What follows belongs to an exercise in optimizing a design on an open flow for a short achievable clock period and few clock cycles; a production flow would make more cautious choices. The RTL was checked by simulation tests, not by an equivalence proof against the original design. No activity file was given, so power comes from the tool's default toggle rates.

## lc3b_core
module lc3b_core
(
    input  logic                        clk,
    input  logic                        rst,
    input  logic                        instr_valid,
    input  logic [16-1:0]     instr,
    output logic                        instr_ready,
    output logic                        wb_valid,
    output logic [2:0]                  wb_dr,
    output logic [16-1:0]     wb_data,
    output logic [2:0]                  wb_cc
);
Size: roughly 4800 flip-flops, ~43 I/O pins.
clock: 8.0 ns
lec_check: 0
abc_clock_period_in_ps: 2500
cap_margin: 20
core_margin: 2
core_utilization: 40
setup_slack_margin: 5
slew_margin: 20
synth_memory_max_bits: 8192
tns_end_percent: 100
run.sh (not shown) runs the stock make flow with config.mk's settings and CLKGATE_MAP_FILE= SYNTH_SCRIPT=/design/flow/synth_recipe.tcl, a recipe that flattens the netlist after the stock synthesis.
The starting point ran to the end with no violations.
Testbench counts at the start, summed over its fixed seeds: cycles 26,789.
==> next run, changes <==
--- a/flow/design.v
+++ b/flow/design.v
@@ -32,50 +32,51 @@
     input  logic                        rst,
     input  logic                        instr_valid,
     input  logic [16-1:0]     instr,
     output logic                        instr_ready,
     output logic                        wb_valid,
     output logic [2:0]                  wb_dr,
     output logic [16-1:0]     wb_data,
     output logic [2:0]                  wb_cc
 );
-localparam int NB = 8;
+localparam int NB = 16;
+localparam int LW = 4;           
 function automatic logic [255:0] decode8(input logic [7:0] x);
     logic [15:0] l;
     logic [15:0] h;
     for (int k = 0; k < 16; k++)
     begin
         l[k] = (x[3:0] == 4'(k));
         h[k] = (x[7:4] == 4'(k));
     end
     for (int k = 0; k < 256; k++)
         decode8[k] = l[k & 15] && h[k >> 4];
 endfunction
 function automatic logic [15:0] mem_read(input logic [255:0][15:0] mem,
-    input logic [NB*5-1:0] lo, input logic [NB-1:0] sel);
-    logic [31:0][15:0] words;
+    input logic [NB*LW-1:0] lo, input logic [NB-1:0] sel);
+    logic [2**LW-1:0][15:0] words;
     logic [15:0] v;
     v = '0;
     for (int b = 0; b < NB; b++)
     begin
-        for (int j = 0; j < 32; j++)
-            words[j] = mem[b * 32 + j];
-        v = v | ({16{sel[b]}} & words[lo[b*5 +: 5]]);
+        for (int j = 0; j < 2**LW; j++)
+            words[j] = mem[b * 2**LW + j];
+        v = v | ({16{sel[b]}} & words[lo[b*LW +: LW]]);
     end
     mem_read = v;
 endfunction
 function automatic logic [NB-1:0] bank_sel(input logic en, input logic [7:0] a);
     for (int b = 0; b < NB; b++)
-        bank_sel[b] = en && a[7:5] == 3'(b);
+        bank_sel[b] = en && a[7:LW] == (8-LW)'(b);
 endfunction
-function automatic logic [NB*5-1:0] bank_lo(input logic en, input logic [7:0] a);
+function automatic logic [NB*LW-1:0] bank_lo(input logic en, input logic [7:0] a);
     for (int b = 0; b < NB; b++)
-        bank_lo[b*5 +: 5] = (en && a[7:5] == 3'(b)) ? a[4:0] : 5'd0;
+        bank_lo[b*LW +: LW] = (en && a[7:LW] == (8-LW)'(b)) ? a[LW-1:0] : LW'(0);
 endfunction
 logic        ready_q;
 logic [15:0] pc;
 logic        q_v;
 logic [1:0]  q_gap;             
 logic [15:0] q_w;
 logic [15:0] q_npc;
 logic        q_wr;
 logic        q_late;
@@ -98,32 +99,32 @@
 logic [2:0]  r_dr;
 logic        r_rd, r_ldi, r_str, r_sti, r_ldr2;
 logic [5:0]  r_op;
 logic [3:0]  r_amt;
 logic [15:0] r_res;
 logic [15:0] r_x, r_y, r_s;
 logic        r_x_r1, r_x_r2, r_y_r1, r_y_r2, r_s_r1, r_s_r2, r_s_m1, r_x_m1, r_y_m1;
 logic        r_x_r0, r_y_r0, r_s_r0, r_x_m0, r_y_m0, r_s_m0;
 logic [7:0]  r_off;
-logic [NB*5-1:0] r_alo;
+logic [NB*LW-1:0] r_alo;
 logic [NB-1:0] r_bsel;
 logic [7:0]  r_raddr;
 logic        m_v, m_wr, m_setcc, m_sti, m_st;
 logic [2:0]  m_dr;
 logic [15:0] m_res;
 logic [15:0] m_s;
 logic        m_s_m1;
 logic        m_x_m1, m_y_m1, m_x_m0, m_y_m0, m_s_m0, m_rd2, m_alu2;
 logic [5:0]  m_op;
 logic [3:0]  m_amt;
 logic [15:0] m_x, m_y;
 logic [7:0]  m_addr;
-logic [NB*5-1:0] m_plo;
+logic [NB*LW-1:0] m_plo;
 logic [NB-1:0] m_bsel;
 logic        w_v, w_wr, w_setcc;
 logic [2:0]  w_dr;
 logic [15:0] w_res;
 logic [15:0] rf [8];
 logic [7:0]  rf_zero;           
 logic [255:0][15:0] dmem;
 logic [3:0] i_op;
 logic [2:0] i_s1, i_s2;
Effect: The new run completed with no timing, DRC or antenna violations. Die area grows by 0.49%. Routed wire length is higher by 11%. Critical path depth rises by 1. Design area climbs by 1.7%. Hold slack degrades by 0.017 ns. Clock power grows by about 5%. Combinational power barely changes. Power went up by 2.8%. Maximum frequency decreases by 2.4%. Cell count rose by 3.8%. Count of clock-buffer cells in the layout is higher by 48. Non-clock buffer count increases by 183. Synthesized area climbs by 0.50%.
Testbench counts after the change, summed over its fixed seeds: cycles 26,789.

* * *

rev 12:
lc3b_core, a different RTL version from the one above (not shown whole).
Size in the first run: ~12000 cells after synthesis, roughly 4800 flip-flops, roughly 43 I/O pins, roughly 220000 um2 of cells after synthesis.
// lc3b_core
module lc3b_core
(
    input  logic                        clk,
    input  logic                        rst,
    input  logic                        instr_valid,
    input  logic [16-1:0]     instr,
    output logic                        instr_ready,
    output logic                        wb_valid,
    output logic [2:0]                  wb_dr,
    output logic [16-1:0]     wb_data,
    output logic [2:0]                  wb_cc
);
localparam int NB = 8;
function automatic logic [255:0] decode8(input logic [7:0] x);
    logic [15:0] l;
    logic [15:0] h;
    for (int k = 0; k < 16; k++)
    begin
        l[k] = (x[3:0] == 4'(k));
        h[k] = (x[7:4] == 4'(k));
    end
    for (int k = 0; k < 256; k++)
        decode8[k] = l[k & 15] && h[k >> 4];
endfunction
function automatic logic [15:0] mem_read(input logic [255:0][15:0] mem,
    input logic [NB*5-1:0] lo, input logic [NB-1:0] sel);
    logic [31:0][15:0] words;
    logic [15:0] v;
    v = '0;
    for (int b = 0; b < NB; b++)
    begin
        for (int j = 0; j < 32; j++)
            words[j] = mem[b * 32 + j];
        v = v | ({16{sel[b]}} & words[lo[b*5 +: 5]]);
    end
    mem_read = v;
endfunction
function automatic logic [NB-1:0] bank_sel(input logic en, input logic [7:0] a);
    for (int b = 0; b < NB; b++)
        bank_sel[b] = en && a[7:5] == 3'(b);
endfunction
function automatic logic [NB*5-1:0] bank_lo(input logic en, input logic [7:0] a);
    for (int b = 0; b < NB; b++)
        bank_lo[b*5 +: 5] = (en && a[7:5] == 3'(b)) ? a[4:0] : 5'd0;
endfunction
logic        ready_q;
logic [15:0] pc;
logic        q_v;
logic [1:0]  q_gap;             
logic [15:0] q_w;
logic [15:0] q_npc;
  ...
clock: 8.0 ns
lec_check: 0
abc_clock_period_in_ps: 2500
cap_margin: 20
core_margin: 2
core_utilization: 40
setup_slack_margin: 5
slew_margin: 20
synth_memory_max_bits: 8192
tns_end_percent: 100
Testbench counts of rev 12, summed over its fixed seeds: cycles 26,789.
For rev 13, these inputs were changed with respect to rev 12:
--- a/flow/design.v
+++ b/flow/design.v
@@ -423,20 +423,20 @@
 logic [7:0]  m_waddr;
 logic        m_we;
 assign rx = pick4({1'b0, r_x_r2, r_x_r1, r_x_r0}, r_x, m_res, w_res, 16'd0);
 assign ry = pick4({1'b0, r_y_r2, r_y_r1, r_y_r0}, r_y, m_res, w_res, 16'd0);
 assign rs = pick4({1'b0, r_s_r2, r_s_r1, r_s_r0}, r_s, m_res, w_res, 16'd0);
 assign r_alu = alu(r_op & {6{r_late}}, r_amt, rx, ry);
-assign r_mrd = mem_read(dmem, r_alo, r_bsel);
 assign r_addr = rx[8:1] + r_off;           
 logic [255:0] m_wdec;
 logic         r_hit;
 assign m_wdec = decode8(m_waddr);
 assign r_hit = m_we && m_waddr == r_raddr;
-assign r_rdata = r_hit ? ms : r_mrd;
-assign r_out = r_alu | pick4({1'b0, r_rd && r_hit, r_rd && !r_hit, !r_late && !r_rd}, r_res, r_mrd, ms, 16'd0);
+assign r_mrd = mem_read(dmem, r_alo, r_bsel & ~{NB{r_hit}});
+assign r_rdata = r_mrd | ({16{r_hit}} & ms);
+assign r_out = r_alu | r_mrd | pick4({2'b0, r_rd && r_hit, !r_late && !r_rd}, r_res, ms, 16'd0, 16'd0);
 always_ff @(posedge clk)
 begin
     if (rst)
         m_v <= 1'b0;
     else
         m_v <= r_v;
@@ -505,29 +505,29 @@
 end
 always_ff @(posedge clk)
 begin
     if (w_wen)
         rf[w_dr] <= w_res;
 end
+logic [2:0] cc;
+logic [2:0] cc_next;
+assign cc_next = (w_wen && w_setcc) ? lc3b_pkg::lc3b_nzp(w_res) : cc;
 always_ff @(posedge clk)
 begin
     if (rst)
     begin
         wb_valid <= 1'b0;
-        wb_cc <= 3'b010;
+        cc <= 3'b010;
     end
     else
     begin
         wb_valid <= w_wen;
-        if (w_wen && w_setcc)
-            wb_cc <= lc3b_pkg::lc3b_nzp(w_res);
+        cc <= cc_next;
     end
 end
 always_ff @(posedge clk)
 begin
-    if (w_wen)
-    begin
-        wb_dr <= w_dr;
-        wb_data <= w_res;
-    end
+    wb_cc <= cc_next;
+    wb_dr <= w_dr;
+    wb_data <= w_res;
 end
 endmodule
--- outcome ---
Shortest period the worst path allows, rev 13 and rev 12, lower one = rev 12. Of rev 13 and rev 12, it is rev 13 that has the lower reg2reg setup slack. | number of cells on the worst reg-to-reg path | higher: rev 12 |. Rev 13 against rev 12: clock skew after layout grew by 0.015 ns, synthesized cell count decreased 65, HPWL after detailed placement has increased. When rev 13 is set beside rev 12, its worst setup slack after layout turns out to be 0.10 ns smaller. Count of plain and timing-repair buffers in the layout (rev 13 over rev 12): decrease, 155. Endpoint of the worst setup timing path: m_res[1] -> rev 13, m_res[2] -> rev 12. On wire length of the first global-routing pass: rev 13 sits above rev 12. The tightest slew margin relative to the limit of rev 13 was inferior to that of rev 12. Taking rev 12 as the reference, in rev 13 met2 global-route usage shows an increase of 1.3 points, cell count after placement shows a reduction of 80, fraction of power spent switching nets shows an increase of 0.51 points, design area shows a reduction of 2000 um2.
Testbench counts of rev 13, summed over its fixed seeds: cycles 26,789.

-- what the ideal ports hide --
In the flow no input, the clock included, has a driving cell. The finished layouts below were timed again as built, in two steps. Step 1 sets driving cells, clkbuf_16 on the clock port and buf_2 on the other inputs (assumed; they add their load-dependent delay and slew). Step 2 times the ports against the registers' clock, not the clock port: input delays grow and output delays shrink by t, the midpoint of the rising clock arrivals with the driver on. Three values: no drivers, after step 1, after step 2; two values: the first two.
run	t (ns)	setup WS [ns]	worst hold slack (ns)	clock arrival spread, ns
the first run of note 1	1.187	4.125 / 4.125 / 3.874	0.325 / 0.325 / 0.325	0.069 / 0.068
the second run of note 1	1.224	4.030 / 4.030 / 3.875	0.307 / 0.307 / 0.307	0.067 / 0.067
rev 12	1.223	4.205 / 4.205 / 3.890	0.324 / 0.324 / 0.324	0.070 / 0.071
rev 13	1.190	4.104 / 4.104 / 3.930	0.308 / 0.308 / 0.308	0.083 / 0.083
After both steps setup and hold are still met in every run listed. The setup slack of rev 12, which loses most, moves by 0.000 ns with the drivers and by -0.315 ns with both steps.
